Source: an optimization exercise on an open RTL-to-GDS flow (aim: small area, a short achievable clock period and few clock cycles per item). Production flows keep margins and buffers that such runs may drop.
In this exercise RTL edits were held to simulation tests only and were not proved equivalent to the original.
Power figures rest on the tool's default switching activity, not on a simulated workload.

File: design.v
package mbt_pkg;
  localparam int IN_CNT  = 4;
  localparam int HID_W   = 4;
  localparam int HID_D   = 3;
  localparam int OUT_CNT = 3;
  localparam int FEAT_N  = 4;
  localparam int SCORE_N = 3;
  localparam int MAX_FI = (IN_CNT > HID_W) ? IN_CNT : HID_W;
  localparam int MAX_N  = (MAX_FI > OUT_CNT) ? MAX_FI : OUT_CNT;
  localparam int HBASE   = HID_W * (IN_CNT + 1);
  localparam int HSTRIDE = HID_W * (HID_W + 1);
  localparam int W_TOTAL = HBASE + (HID_D - 1) * HSTRIDE + OUT_CNT * (HID_W + 1);
  localparam int WA_W   = $clog2(W_TOTAL);
  localparam int LAY_W  = $clog2(HID_D + 2);
  localparam int NRN_W  = (MAX_N > 1) ? $clog2(MAX_N) : 1;
  localparam int TAP_W  = $clog2(MAX_FI + 1);
  localparam int ACT_N  = (HID_D + 2) * MAX_N;
  localparam int ACT_IW = $clog2(ACT_N);
  localparam int DLT_N  = (HID_D + 1) * MAX_N;
  localparam int DLT_IW = $clog2(DLT_N);
  localparam int W_W   = 16;
  localparam int ACT_W = 17;
  localparam int Q_W   = 11;
  localparam int LR_W  = 11;
  localparam int MA_W  = 28;
  localparam int MB_W  = 17;
  localparam int PR_W  = MA_W + MB_W;
  localparam int ONE_Q10 = 1024;
  localparam logic [LR_W-1:0] LR_RESET = 11'd51;
  localparam logic [1:0] OP_TRAIN = 2'd1;
  localparam logic [1:0] OP_WRITE = 2'd2;
endpackage
import mbt_pkg::*;
module mlp_backprop_trainer_top (
  input  logic                      clk,
  input  logic                      rst_n,
  input  logic                      in_valid,
  output logic                      in_ready,
  input  logic [1:0]                in_action,
  input  logic signed [15:0]        in_feature_a,
  input  logic signed [15:0]        in_feature_b,
  input  logic signed [15:0]        in_feature_c,
  input  logic signed [15:0]        in_feature_d,
  input  logic [10:0]               in_target_a,
  input  logic [10:0]               in_target_b,
  input  logic [10:0]               in_target_c,
  input  logic [6:0]                in_weight_index,
  input  logic signed [15:0]        in_weight_value,
  output logic                      out_valid,
  input  logic                      out_ready,
  output logic [10:0]               out_score_a,
  output logic [10:0]               out_score_b,
  output logic [10:0]               out_score_c,
  input  logic                      cfg_wr_en,
  input  logic [mbt_pkg::LR_W-1:0]  cfg_wr_data
);
  function automatic logic [Q_W-1:0] sig_lut(input logic [7:0] idx);
    logic [Q_W-1:0] r;
    case (idx)
      8'd0: r = 11'd0;
      8'd1: r = 11'd0;
      8'd2: r = 11'd0;
      8'd3: r = 11'd0;
      8'd4: r = 11'd0;
      8'd5: r = 11'd0;
      8'd6: r = 11'd0;
      8'd7: r = 11'd1;
      8'd8: r = 11'd1;
      8'd9: r = 11'd1;
      8'd10: r = 11'd1;
      8'd11: r = 11'd1;
      8'd12: r = 11'd1;
      8'd13: r = 11'd1;
      8'd14: r = 11'd1;
      8'd15: r = 11'd1;
      8'd16: r = 11'd1;
      8'd17: r = 11'd1;
      8'd18: r = 11'd1;
      8'd19: r = 11'd1;
      8'd20: r = 11'd1;
      8'd21: r = 11'd1;
      8'd22: r = 11'd1;
      8'd23: r = 11'd1;
      8'd24: r = 11'd2;
      8'd25: r = 11'd2;
      8'd26: r = 11'd2;
      8'd27: r = 11'd2;
      8'd28: r = 11'd2;
      8'd29: r = 11'd2;
      8'd30: r = 11'd2;
      8'd31: r = 11'd2;
      8'd32: r = 11'd3;
      8'd33: r = 11'd3;
      8'd34: r = 11'd3;
      8'd35: r = 11'd3;
      8'd36: r = 11'd3;
      8'd37: r = 11'd3;
      8'd38: r = 11'd4;
      8'd39: r = 11'd4;
      8'd40: r = 11'd4;
      8'd41: r = 11'd4;
      8'd42: r = 11'd5;
      8'd43: r = 11'd5;
      8'd44: r = 11'd5;
      8'd45: r = 11'd6;
      8'd46: r = 11'd6;
      8'd47: r = 11'd6;
      8'd48: r = 11'd7;
      8'd49: r = 11'd7;
      8'd50: r = 11'd8;
      8'd51: r = 11'd8;
      8'd52: r = 11'd9;
      8'd53: r = 11'd9;
      8'd54: r = 11'd10;
      8'd55: r = 11'd11;
      8'd56: r = 11'd11;
      8'd57: r = 11'd12;
      8'd58: r = 11'd13;
      8'd59: r = 11'd14;
      8'd60: r = 11'd14;
      8'd61: r = 11'd15;
      8'd62: r = 11'd16;
      8'd63: r = 11'd17;
      8'd64: r = 11'd18;
      8'd65: r = 11'd20;
      8'd66: r = 11'd21;
      8'd67: r = 11'd22;
      8'd68: r = 11'd24;
      8'd69: r = 11'd25;
      8'd70: r = 11'd27;
      8'd71: r = 11'd28;
      8'd72: r = 11'd30;
      8'd73: r = 11'd32;
      8'd74: r = 11'd34;
      8'd75: r = 11'd36;
      8'd76: r = 11'd38;
      8'd77: r = 11'd41;
      8'd78: r = 11'd43;
      8'd79: r = 11'd46;
      8'd80: r = 11'd49;
      8'd81: r = 11'd52;
      8'd82: r = 11'd55;
      8'd83: r = 11'd58;
      8'd84: r = 11'd62;
      8'd85: r = 11'd65;
      8'd86: r = 11'd69;
      8'd87: r = 11'd73;
      8'd88: r = 11'd78;
      8'd89: r = 11'd82;
      8'd90: r = 11'd87;
      8'd91: r = 11'd92;
      8'd92: r = 11'd98;
      8'd93: r = 11'd103;
      8'd94: r = 11'd109;
      8'd95: r = 11'd116;
      8'd96: r = 11'd122;
      8'd97: r = 11'd129;
      8'd98: r = 11'd136;
      8'd99: r = 11'd144;
      8'd100: r = 11'd152;
      8'd101: r = 11'd160;
      8'd102: r = 11'd168;
      8'd103: r = 11'd177;
      8'd104: r = 11'd187;
      8'd105: r = 11'd197;
      8'd106: r = 11'd207;
      8'd107: r = 11'd217;
      8'd108: r = 11'd228;
      8'd109: r = 11'd239;
      8'd110: r = 11'd251;
      8'd111: r = 11'd263;
      8'd112: r = 11'd275;
      8'd113: r = 11'd288;
      8'd114: r = 11'd301;
      8'd115: r = 11'd315;
      8'd116: r = 11'd329;
      8'd117: r = 11'd343;
      8'd118: r = 11'd357;
      8'd119: r = 11'd372;
      8'd120: r = 11'd387;
      8'd121: r = 11'd402;
      8'd122: r = 11'd417;
      8'd123: r = 11'd433;
      8'd124: r = 11'd448;
      8'd125: r = 11'd464;
      8'd126: r = 11'd480;
      8'd127: r = 11'd496;
      8'd128: r = 11'd512;
      8'd129: r = 11'd528;
      8'd130: r = 11'd544;
      8'd131: r = 11'd560;
      8'd132: r = 11'd576;
      8'd133: r = 11'd591;
      8'd134: r = 11'd607;
      8'd135: r = 11'd622;
      8'd136: r = 11'd637;
      8'd137: r = 11'd652;
      8'd138: r = 11'd667;
      8'd139: r = 11'd681;
      8'd140: r = 11'd695;
      8'd141: r = 11'd709;
      8'd142: r = 11'd723;
      8'd143: r = 11'd736;
      8'd144: r = 11'd749;
      8'd145: r = 11'd761;
      8'd146: r = 11'd773;
      8'd147: r = 11'd785;
      8'd148: r = 11'd796;
      8'd149: r = 11'd807;
      8'd150: r = 11'd817;
      8'd151: r = 11'd827;
      8'd152: r = 11'd837;
      8'd153: r = 11'd847;
      8'd154: r = 11'd856;
      8'd155: r = 11'd864;
      8'd156: r = 11'd872;
      8'd157: r = 11'd880;
      8'd158: r = 11'd888;
      8'd159: r = 11'd895;
      8'd160: r = 11'd902;
      8'd161: r = 11'd908;
      8'd162: r = 11'd915;
      8'd163: r = 11'd921;
      8'd164: r = 11'd926;
      8'd165: r = 11'd932;
      8'd166: r = 11'd937;
      8'd167: r = 11'd942;
      8'd168: r = 11'd946;
      8'd169: r = 11'd951;
      8'd170: r = 11'd955;
      8'd171: r = 11'd959;
      8'd172: r = 11'd962;
      8'd173: r = 11'd966;
      8'd174: r = 11'd969;
      8'd175: r = 11'd972;
      8'd176: r = 11'd975;
      8'd177: r = 11'd978;
      8'd178: r = 11'd981;
      8'd179: r = 11'd983;
      8'd180: r = 11'd986;
      8'd181: r = 11'd988;
      8'd182: r = 11'd990;
      8'd183: r = 11'd992;
      8'd184: r = 11'd994;
      8'd185: r = 11'd996;
      8'd186: r = 11'd997;
      8'd187: r = 11'd999;
      8'd188: r = 11'd1000;
      8'd189: r = 11'd1002;
      8'd190: r = 11'd1003;
      8'd191: r = 11'd1004;
      8'd192: r = 11'd1006;
      8'd193: r = 11'd1007;
      8'd194: r = 11'd1008;
      8'd195: r = 11'd1009;
      8'd196: r = 11'd1010;
      8'd197: r = 11'd1010;
      8'd198: r = 11'd1011;
      8'd199: r = 11'd1012;
      8'd200: r = 11'd1013;
      8'd201: r = 11'd1013;
      8'd202: r = 11'd1014;
      8'd203: r = 11'd1015;
      8'd204: r = 11'd1015;
      8'd205: r = 11'd1016;
      8'd206: r = 11'd1016;
      8'd207: r = 11'd1017;
      8'd208: r = 11'd1017;
      8'd209: r = 11'd1018;
      8'd210: r = 11'd1018;
      8'd211: r = 11'd1018;
      8'd212: r = 11'd1019;
      8'd213: r = 11'd1019;
      8'd214: r = 11'd1019;
      8'd215: r = 11'd1020;
      8'd216: r = 11'd1020;
      8'd217: r = 11'd1020;
      8'd218: r = 11'd1020;
      8'd219: r = 11'd1021;
      8'd220: r = 11'd1021;
      8'd221: r = 11'd1021;
      8'd222: r = 11'd1021;
      8'd223: r = 11'd1021;
      8'd224: r = 11'd1021;
      8'd225: r = 11'd1022;
      8'd226: r = 11'd1022;
      8'd227: r = 11'd1022;
      8'd228: r = 11'd1022;
      8'd229: r = 11'd1022;
      8'd230: r = 11'd1022;
      8'd231: r = 11'd1022;
      8'd232: r = 11'd1022;
      8'd233: r = 11'd1023;
      8'd234: r = 11'd1023;
      8'd235: r = 11'd1023;
      8'd236: r = 11'd1023;
      8'd237: r = 11'd1023;
      8'd238: r = 11'd1023;
      8'd239: r = 11'd1023;
      8'd240: r = 11'd1023;
      8'd241: r = 11'd1023;
      8'd242: r = 11'd1023;
      8'd243: r = 11'd1023;
      8'd244: r = 11'd1023;
      8'd245: r = 11'd1023;
      8'd246: r = 11'd1023;
      8'd247: r = 11'd1023;
      8'd248: r = 11'd1023;
      8'd249: r = 11'd1023;
      8'd250: r = 11'd1024;
      8'd251: r = 11'd1024;
      8'd252: r = 11'd1024;
      8'd253: r = 11'd1024;
      8'd254: r = 11'd1024;
      8'd255: r = 11'd1024;
      default: r = '0;
    endcase
    sig_lut = r;
  endfunction
  function automatic logic signed [W_W-1:0] sat16(input logic signed [PR_W:0] v);
    logic signed [W_W-1:0] r;
    if (v > $signed((PR_W+1)'(32767))) begin
      r = 16'sh7FFF;
    end else if (v < -$signed((PR_W+1)'(32768))) begin
      r = 16'sh8000;
    end else begin
      r = v[W_W-1:0];
    end
    sat16 = r;
  endfunction
  function automatic logic signed [W_W-1:0] rnd10_sat(input logic signed [PR_W-1:0] v);
    logic signed [PR_W:0] t;
    t = $signed({v[PR_W-1], v}) + $signed((PR_W+1)'(512));
    t = t >>> 10;
    rnd10_sat = sat16(t);
  endfunction
  function automatic logic [Q_W-1:0] sig_q10(input logic signed [W_W-1:0] z);
    logic [W_W-1:0] u;
    logic [Q_W-1:0] r;
    u = W_W'(z + 16'sd8192);
    if (z < -16'sd8192) begin
      r = sig_lut(8'd0);
    end else if (z >= 16'sd8192) begin
      r = Q_W'(ONE_Q10);
    end else begin
      r = sig_lut(u[13:6]);
    end
    sig_q10 = r;
  endfunction
  typedef enum logic [13:0] {
    S_IDLE   = 14'b00000000000001,
    S_F_RD   = 14'b00000000000010,
    S_F_MAC  = 14'b00000000000100,
    S_F_ACT  = 14'b00000000001000,
    S_O_D1   = 14'b00000000010000,
    S_O_D2   = 14'b00000000100000,
    S_H_RD   = 14'b00000001000000,
    S_H_MAC  = 14'b00000010000000,
    S_H_D1   = 14'b00000100000000,
    S_H_D2   = 14'b00001000000000,
    S_U_RD   = 14'b00010000000000,
    S_U_MUL  = 14'b00100000000000,
    S_U_WR   = 14'b01000000000000,
    S_FINISH = 14'b10000000000000
  } state_t;
  state_t                   state_r, state_nxt;
  logic [LR_W-1:0]          lr_r;
  logic [1:0]               op_r;
  logic [Q_W-1:0]           tgt_r [SCORE_N];
  logic [LAY_W-1:0]         lay_r;
  logic [NRN_W-1:0]         nrn_r;
  logic [TAP_W-1:0]         tap_r;
  logic [WA_W-1:0]          waddr_r;
  logic signed [PR_W-1:0]   acc_r;
  logic signed [W_W-1:0]    deriv_r;
  logic signed [W_W-1:0]    err_r;
  logic signed [MA_W-1:0]   step_r;
  logic signed [PR_W-1:0]   prod_r;
  logic signed [ACT_W-1:0]  act_r [ACT_N];
  logic signed [W_W-1:0]    dlt_r [DLT_N];
  logic signed [W_W-1:0]    mem [W_TOTAL];
  logic                     vld_r [W_TOTAL];
  logic signed [W_W-1:0]    rd_data_r;
  logic                     rd_vld_r;
  logic                     out_valid_r;
  logic [Q_W-1:0]           score_r [SCORE_N];
  logic                     accept;
  logic signed [W_W-1:0]    feat [FEAT_N];
  logic [Q_W-1:0]           tgt_in [SCORE_N];
  logic [TAP_W-1:0]         fan_in;
  logic [NRN_W-1:0]         last_nrn;
  logic [TAP_W-1:0]         last_k;
  logic                     tap_end;
  logic signed [W_W-1:0]    wgt;
  logic [LAY_W-1:0]         act_lay;
  logic [NRN_W-1:0]         act_n;
  logic [ACT_IW-1:0]        act_idx;
  logic signed [ACT_W-1:0]  act_rd;
  logic [DLT_IW-1:0]        dlt_idx;
  logic signed [W_W-1:0]    dlt_rd;
  logic [WA_W-1:0]          rd_addr;
  logic                     mem_we;
  logic [WA_W-1:0]          mem_wa;
  logic signed [W_W-1:0]    mem_wd;
  logic signed [MA_W-1:0]   mul_a;
  logic signed [MB_W-1:0]   mul_b;
  logic signed [PR_W-1:0]   prod;
  logic signed [W_W-1:0]    z_net;
  logic signed [W_W-1:0]    tgt_k;
  logic signed [PR_W:0]     upd_t;
  logic signed [PR_W:0]     upd_sum;
  logic                     out_free;
  assign accept   = in_valid && in_ready;
  assign in_ready = (state_r == S_IDLE);
  assign out_free = !out_valid_r || out_ready;
  assign feat[0] = in_feature_a;
  assign feat[1] = in_feature_b;
  assign feat[2] = in_feature_c;
  assign feat[3] = in_feature_d;
  assign tgt_in[0] = in_target_a;
  assign tgt_in[1] = in_target_b;
  assign tgt_in[2] = in_target_c;
  assign fan_in   = (lay_r == '0) ? TAP_W'(IN_CNT) : TAP_W'(HID_W);
  assign last_nrn = (lay_r == LAY_W'(HID_D)) ? NRN_W'(OUT_CNT - 1) : NRN_W'(HID_W - 1);
  assign last_k   = (lay_r == LAY_W'(HID_D - 1)) ? TAP_W'(OUT_CNT - 1) : TAP_W'(HID_W - 1);
  assign tap_end  = (tap_r == fan_in);
  assign wgt = rd_vld_r ? rd_data_r : '0;
  always_comb begin
    if (state_r == S_O_D1 || state_r == S_O_D2 || state_r == S_H_D1) begin
      act_lay = LAY_W'(lay_r + 1'b1);
      act_n   = nrn_r;
    end else begin
      act_lay = lay_r;
      act_n   = NRN_W'(tap_r);
    end
  end
  assign act_idx = ACT_IW'(int'(act_lay) * MAX_N + int'(act_n));
  assign act_rd  = act_r[act_idx];
  assign dlt_idx = (state_r == S_H_MAC) ?
                   DLT_IW'((int'(lay_r) + 1) * MAX_N + int'(tap_r)) :
                   DLT_IW'(int'(lay_r) * MAX_N + int'(nrn_r));
  assign dlt_rd  = dlt_r[dlt_idx];
  assign rd_addr = (state_r == S_H_RD) ?
                   WA_W'(HBASE + int'(lay_r) * HSTRIDE + int'(tap_r) * (HID_W + 1)
                         + int'(nrn_r)) :
                   waddr_r;
  assign tgt_k = (int'(nrn_r) < SCORE_N) ? $signed({5'b0, tgt_r[nrn_r]}) : act_rd[W_W-1:0];
  always_comb begin
    case (state_r)
      S_F_MAC: begin
        mul_a = MA_W'(wgt);
        mul_b = tap_end ? MB_W'(ONE_Q10) : act_rd;
      end
      S_O_D1, S_H_D1: begin
        mul_a = MA_W'(act_rd);
        mul_b = MB_W'($signed(ACT_W'(ONE_Q10)) - act_rd);
      end
      S_O_D2: begin
        mul_a = MA_W'(tgt_k) - MA_W'(act_rd);
        mul_b = MB_W'(deriv_r);
      end
      S_H_MAC: begin
        mul_a = MA_W'(dlt_rd);
        mul_b = MB_W'(wgt);
      end
      S_H_D2: begin
        mul_a = MA_W'(err_r);
        mul_b = MB_W'(deriv_r);
      end
      S_U_RD: begin
        mul_a = MA_W'($signed({1'b0, lr_r}));
        mul_b = MB_W'(dlt_rd);
      end
      S_U_MUL: begin
        mul_a = step_r;
        mul_b = tap_end ? MB_W'(ONE_Q10) : act_rd;
      end
      default: begin
        mul_a = '0;
        mul_b = '0;
      end
    endcase
  end
  assign prod = mul_a * mul_b;
  assign z_net = rnd10_sat(acc_r);
  assign upd_t   = ($signed({prod_r[PR_W-1], prod_r}) + $signed((PR_W+1)'(524288))) >>> 20;
  assign upd_sum = upd_t + (PR_W+1)'(wgt);
  always_comb begin
    if (state_r == S_U_WR) begin
      mem_we = 1'b1;
      mem_wa = waddr_r;
      mem_wd = sat16(upd_sum);
    end else begin
      mem_we = accept && (in_action == OP_WRITE) && (32'(in_weight_index) < W_TOTAL);
      mem_wa = WA_W'(in_weight_index);
      mem_wd = in_weight_value;
    end
  end
  always_ff @(posedge clk) begin
    if (mem_we) begin
      mem[mem_wa] <= mem_wd;
    end
    rd_data_r <= mem[rd_addr];
    rd_vld_r  <= vld_r[rd_addr];
  end
  always_ff @(posedge clk) begin
    if (!rst_n) begin
      for (int k = 0; k < W_TOTAL; k++) vld_r[k] <= 1'b0;
    end else if (mem_we) begin
      vld_r[mem_wa] <= 1'b1;
    end
  end
  always_comb begin
    state_nxt = state_r;
    case (state_r)
      S_IDLE: begin
        if (accept) begin
          state_nxt = (in_action == OP_WRITE) ? S_FINISH : S_F_RD;
        end
      end
      S_F_RD:  state_nxt = S_F_MAC;
      S_F_MAC: state_nxt = tap_end ? S_F_ACT : S_F_RD;
      S_F_ACT: begin
        if (nrn_r == last_nrn && lay_r == LAY_W'(HID_D)) begin
          state_nxt = (op_r == OP_TRAIN) ? S_O_D1 : S_FINISH;
        end else begin
          state_nxt = S_F_RD;
        end
      end
      S_O_D1: state_nxt = S_O_D2;
      S_O_D2: state_nxt = (nrn_r == NRN_W'(OUT_CNT - 1)) ? S_H_RD : S_O_D1;
      S_H_RD: state_nxt = S_H_MAC;
      S_H_MAC: state_nxt = (tap_r == last_k) ? S_H_D1 : S_H_RD;
      S_H_D1: state_nxt = S_H_D2;
      S_H_D2: begin
        if (nrn_r == NRN_W'(HID_W - 1) && lay_r == '0) begin
          state_nxt = S_U_RD;
        end else begin
          state_nxt = S_H_RD;
        end
      end
      S_U_RD:  state_nxt = S_U_MUL;
      S_U_MUL: state_nxt = S_U_WR;
      S_U_WR: begin
        if (tap_end && nrn_r == last_nrn && lay_r == LAY_W'(HID_D)) begin
          state_nxt = S_FINISH;
        end else begin
          state_nxt = S_U_RD;
        end
      end
      S_FINISH: state_nxt = out_free ? S_IDLE : S_FINISH;
      default: state_nxt = S_IDLE;
    endcase
  end
  always_ff @(posedge clk) begin
    if (!rst_n) begin
      state_r     <= S_IDLE;
      lr_r        <= LR_RESET;
      out_valid_r <= 1'b0;
    end else begin
      state_r <= state_nxt;
      if (cfg_wr_en) begin
        lr_r <= cfg_wr_data;
      end
      if (state_r == S_FINISH && out_free) begin
        out_valid_r <= 1'b1;
      end else if (out_ready) begin
        out_valid_r <= 1'b0;
      end
    end
  end
  always_ff @(posedge clk) begin
    case (state_r)
      S_IDLE: begin
        if (accept) begin
          op_r    <= in_action;
          lay_r   <= '0;
          nrn_r   <= '0;
          tap_r   <= '0;
          waddr_r <= '0;
          acc_r   <= '0;
          for (int k = 0; k < SCORE_N; k++) tgt_r[k] <= tgt_in[k];
          for (int i = 0; i < IN_CNT; i++) begin
            act_r[i] <= (i < FEAT_N) ? ACT_W'(feat[i < FEAT_N ? i : 0]) : '0;
          end
        end
      end
      S_F_MAC: begin
        acc_r   <= acc_r + prod;
        waddr_r <= WA_W'(waddr_r + 1'b1);
        if (!tap_end) begin
          tap_r <= TAP_W'(tap_r + 1'b1);
        end
      end
      S_F_ACT: begin
        act_r[ACT_IW'((int'(lay_r) + 1) * MAX_N + int'(nrn_r))] <=
          $signed({6'b0, sig_q10(z_net)});
        acc_r <= '0;
        tap_r <= '0;
        if (nrn_r == last_nrn) begin
          nrn_r <= '0;
          if (lay_r != LAY_W'(HID_D)) begin
            lay_r <= LAY_W'(lay_r + 1'b1);
          end
        end else begin
          nrn_r <= NRN_W'(nrn_r + 1'b1);
        end
      end
      S_O_D1: deriv_r <= rnd10_sat(prod);
      S_O_D2: begin
        dlt_r[DLT_IW'(HID_D * MAX_N + int'(nrn_r))] <= rnd10_sat(prod);
        if (nrn_r == NRN_W'(OUT_CNT - 1)) begin
          nrn_r <= '0;
          tap_r <= '0;
          acc_r <= '0;
          lay_r <= LAY_W'(HID_D - 1);
        end else begin
          nrn_r <= NRN_W'(nrn_r + 1'b1);
        end
      end
      S_H_MAC: begin
        acc_r <= acc_r + prod;
        tap_r <= TAP_W'(tap_r + 1'b1);
      end
      S_H_D1: begin
        err_r   <= z_net;
        deriv_r <= rnd10_sat(prod);
        acc_r   <= '0;
        tap_r   <= '0;
      end
      S_H_D2: begin
        dlt_r[DLT_IW'(int'(lay_r) * MAX_N + int'(nrn_r))] <= rnd10_sat(prod);
        if (nrn_r == NRN_W'(HID_W - 1)) begin
          nrn_r <= '0;
          if (lay_r == '0) begin
            waddr_r <= '0;
          end else begin
            lay_r <= LAY_W'(lay_r - 1'b1);
          end
        end else begin
          nrn_r <= NRN_W'(nrn_r + 1'b1);
        end
      end
      S_U_RD:  step_r <= prod[MA_W-1:0];
      S_U_MUL: prod_r <= prod;
      S_U_WR: begin
        waddr_r <= WA_W'(waddr_r + 1'b1);
        if (tap_end) begin
          tap_r <= '0;
          if (nrn_r == last_nrn) begin
            nrn_r <= '0;
            if (lay_r != LAY_W'(HID_D)) begin
              lay_r <= LAY_W'(lay_r + 1'b1);
            end
          end else begin
            nrn_r <= NRN_W'(nrn_r + 1'b1);
          end
        end else begin
          tap_r <= TAP_W'(tap_r + 1'b1);
        end
      end
      S_FINISH: begin
        if (out_free) begin
          for (int k = 0; k < SCORE_N; k++) begin
            if (op_r != OP_WRITE && k < OUT_CNT) begin
              score_r[k] <= act_r[(HID_D + 1) * MAX_N + ((k < OUT_CNT) ? k : 0)][Q_W-1:0];
            end else begin
              score_r[k] <= '0;
            end
          end
        end
      end
      default: begin
      end
    endcase
  end
  assign out_valid   = out_valid_r;
  assign out_score_a = score_r[0];
  assign out_score_b = score_r[1];
  assign out_score_c = score_r[2];
endmodule
File: run.sh
#!/bin/bash
# synth_recipe.tcl (not shown) runs the flow's synth.tcl, then flattens the netlist and writes it again
# the make line also repeats each setting of config.mk as NAME=value (left out here)
make -C /OpenROAD-flow-scripts/flow DESIGN_CONFIG=/design/flow/config.mk WORK_HOME=/design/flow/orfs CLKGATE_MAP_FILE= SYNTH_SCRIPT=/design/flow/synth_recipe.tcl finish
File: config.mk
export PLATFORM = sky130hd
export DESIGN_NAME = mlp_backprop_trainer_top
export DESIGN_NICKNAME = mlp_backprop_trainer_top
export VERILOG_FILES = /design/flow/design.v
export SDC_FILE = /design/flow/constraint.sdc
export NUM_CORES = 4
export LEC_CHECK = 0
export CAP_MARGIN = 20
export CORE_MARGIN = 2
export CORE_UTILIZATION = 45
export SLEW_MARGIN = 20
File: constraint.sdc
create_clock -name core_clock -period 16.0 [get_ports {clk}]
set_input_delay 3.2000 -clock core_clock [delete_from_list [all_inputs] [get_ports {clk}]]
set_output_delay 3.2000 -clock core_clock [all_outputs]
set_load 0.01 [all_outputs]
==> impl_results.md <==
- # H-tree levels: 4
- Max-cap viol count: 0
- Final instance area: 0.1247 sq mm
- Critical path class: flip-flop to flip-flop
- Top post-synthesis cells by area: edfxtp_1 (51%), fa_1 (8.5%), nand2_1 (7.1%), dfxtp_1 (3.4%), nand3_1 (2.8%)
- CTS tree: done
- Crit-path max FO: 15
- Avg Cell Area, Syn: 10.88 sq um
- CP Capture Type: flip-flop
- Clk slew on worst S/H paths: 0.06 ns
- Ratio of final minimum period to clock period: 94.82%
- Die ar.: 0.2506 sq mm
- Share of cells above drive strength 1: 9.358%
- CP Launch Point: state_r[3]
- Vias: 81.16k
- Die W: 500.6 microns
- Combinational fraction of design power: 30.6%
- Final core utilization: 50.81%
- CTS Buffer Depth: 3
- FFs w/ async S/R, synth: 0%
- Post-synthesis sequential area ratio: 54.59%
- FF+latch count, synth: 2081
- CP most frequent cell: fa_1
- Critical path startpoint category: flip-flop
- Post-Route WL: 353.2 mm
- Gr usage total: 27.83%
- Worst Hold Class: flip-flop to flip-flop
- Status: complete, no violations
- Slew headroom: 20.45%
- RePlAce Congestion: 0.9513
- Number of vias per cell: 5.905
- Actual slew at the worst max-slew pin: 1.183 ns
- Ports: 173
- Max IR drop VDD: 0.1008 mV
- Most frequent cells in the layout: nand2_1 (2105), edfxtp_1 (1890), nor2_1 (697)
- Total grt overflow: 0
- Yosys warns: 5
- Fin Clk Skew: 0.06150 ns
- RSZ-0062 raised after global routing: no
- Initial core utilization: 45.21%
- Core Area: 0.2455 sq mm
- Wirelength per Cell: 25.70 microns
- First drt pass iteration count: 9
- Sw frac: 35.89%
- Initial antenna violation count: 9
- Area leader, netlist: edfxtp_1
- Cell Pwr Density: 129.8 mW/mm^2
- Int Pwr: 10.38 mW
- Net Switching: 5.811 mW
- Syn nets: 11.03k
- Biggest cell delay along the critical path: 0.76 ns
- Clock Power Share: 30.6%
- Worst skew pair latency: 0.88 ns
- Final hold violation count: 0
- Min-delay src: act_r[1][13]
- WP data required: 16.55 ns
- Synth Cell Area: 0.1110 sq mm
- Die height: 500.6 microns
- Num CTS Buffers: 209
- CTS sink count: 2081
- Total power: 16.19 mW
- Setup tns final: 0 ns
- Synth top area share: 51.14%
- Row count: 182
- Dpl hpwl: 232.9 mm
- EDFF count, synth: 1890
- Synthesis-to-finish area growth: 12.40%
- Critical Path Slowest Stage Cell: nor4_1
- DP Area: 0.1175 sq mm
- Pin count of the biggest net entering global routing: 156
- Top FF cell, synth: edfxtp_1
- Shortest period the worst path allows: 15.17 ns
- Final Net Count: 11.17k
- Max Clock Freq: 65.91 MHz
- Port Buf Inserts: 172
- Worst hold slack: 0.4471 ns
- Leakage: 47.14 nW
- # DRC: 0
- Clk root buf: clkbuf_16
- Worst flop-to-flop path startpoint: state_r[3]
- Vias in the first global route: 79.43k
- First-pass GRT wire length: 524.4 mm
- Mapped Cells: 10.20k
- Final ANT Viol Nets: 0
- Hold bufs inserted after CTS: 0
- Unique masters post-synth: 111
- CP arrival: 15.73 ns
- Final setup fails: 0
- Sequential power share: 38.8%
- Commonest non-fill, non-tap cell in the layout: nand2_1
- DRT iter0 DRCs: 8579
- Fin. max-slew vios: 0
[synth_stat cells, drive strengths merged (12+ instances only)]
master and number:
a2111oi 18, a211oi 158, a21o 79, a21oi 231, a221oi 17, a222oi 22, a22o 36, a22oi 37
a311oi 172, a31oi 182, and2 109, and3 225, and4 20, buf 151, clkbuf 450, dfxtp 191
edfxtp 1890, fa 469, ha 228, inv 600, mux2i 39, mux4 21, nand2 2108, nand2b 92
nand3 632, nand3b 17, nand4 57, nor2 731, nor2b 51, nor3 79, nor3b 12, nor4 29
o211ai 95, o21a 30, o21ai 262, o21bai 72, o221ai 22, o31ai 41, or2 131, or3 18
xnor2 140, xor2 70
[metal layers]
layer  GRT usage (%)  vias up  part of all wire (%)
met5               0        -                 0.016
met4           11.93        8                   4.7
met3           4.405      687                   7.5
met2           45.00     3322                    47
met1           37.25    40738                    41
li1                -    36401                     -
[state kept, by name, summed over array words and instances, names as in the netlist, 2 cells and up]
name and cells:
waddr_r 7, tgt_r 33, op_r 2, lay_r 3
vld_r 128, score_r 33, dlt_r 256, lr_r 11
tap_r 3, step_r 28, deriv_r 16, err_r 16
acc_r 45, rd_data_r 16, prod_r 26, act_r 240
nrn_r 2, state_r 14, mem 1200
[path summary, 6_finish.rpt]
check             slack [ns]  cells past startpoint      endpoint
setup / recovery        0.83                     47  dlt_r[14][8]
hold / removal          0.45                      2  act_r[1][13]
setup reg to reg        0.83                     47  dlt_r[14][8]
hold reg to reg         0.45                      2  act_r[1][13]
[cell type report]
class / count / area, sq um
Sequential cell: 2081 / 60580
Inverter: 602 / 2263
Clock inverter: 93 / 1044
Antenna cell: 8 / 20.02
Fill cell: 21721 / 120700
Multi-Input combinational cell: 6913 / 46380
Clock buffer: 297 / 5873
Timing Repair Buffer: 529 / 4544
Tap cell: 3220 / 4029
[what timing repair did]
| item | in CTS | in global routing |
|---|---|---|
| hold endpoints to repair | 0 | 0 |
| endpoints found under the setup margin | 0 | 220 |
| resized for setup | 0 | 5 |
| setup buffers | 0 | 12 |
[metrics by stage]
step | setup WS, ns | std cells
after floorplan | 2.426 | 10197
after global placement | 0.8529 | 13323
after detailed placement | 0.5266 | 13323
after CTS | 0.4566 | 13713
after global routing | 0.01627 | 13738
final | 0.8280 | 13743
[cell families after synthesis]
group | share of synthesized area (%)
AND/OR/NAND/NOR | 17.47
flip-flops | 54.59
AO/OA/AOI/OAI | 10.19
buffers and inverters | 4.203
adder cells (fa/ha/maj) | 11.03
XOR/XNOR | 1.664
multiplexers | 0.8591
[critical path: cells and delay by family, from the launching register on]
family          cells  cell delay (ns)
simple gates       12             3.70
flops               1             0.37
compound gates     15             4.42
buf+inv            10             1.99
fa+ha+maj           8             3.62
xor+xnor            2             0.74
[power groups by stage]
stage	Sequential [mW]	Clock, mW	Combinational (mW)
2_1_floorplan	6.33	0	3.08
3_3_place_gp	6.40	0	4.84
3_5_place_dp	6.40	0	4.86
4_1_cts	6.29	5.00	4.88
5_1_grt	6.30	5.21	5.31
6_report	6.29	4.95	4.96
Testbench counts, summed over its fixed seeds: cycles 393,226, items 1,560.

## static timing again, ports no longer ideal
How much do the figures lean on ideal ports? The routed layout below was timed once more, with nothing changed but the port constraints.
Step 1 assumes that a clkbuf_16 drives the clock port and a buf_2 every other input.
Step 2, shift: input delay + t, output delay - t, t = (earliest + latest rising clock arrival at the registers) / 2. This alone moves slack from input paths to output paths.
Three values: ideal ports, drivers, drivers and shift; two values: the first two.
shift t [ns]: 0.943
setup slack, ns: 0.828 / 0.828 / 0.828
worst hold slack (ns): 0.447 / 0.447 / 0.447
pins driven straight from the clock port: 1
After both steps setup and hold are still met in this run. For this run, drivers alone change the setup slack by 0.000 ns; drivers and shift together by 0.000 ns.
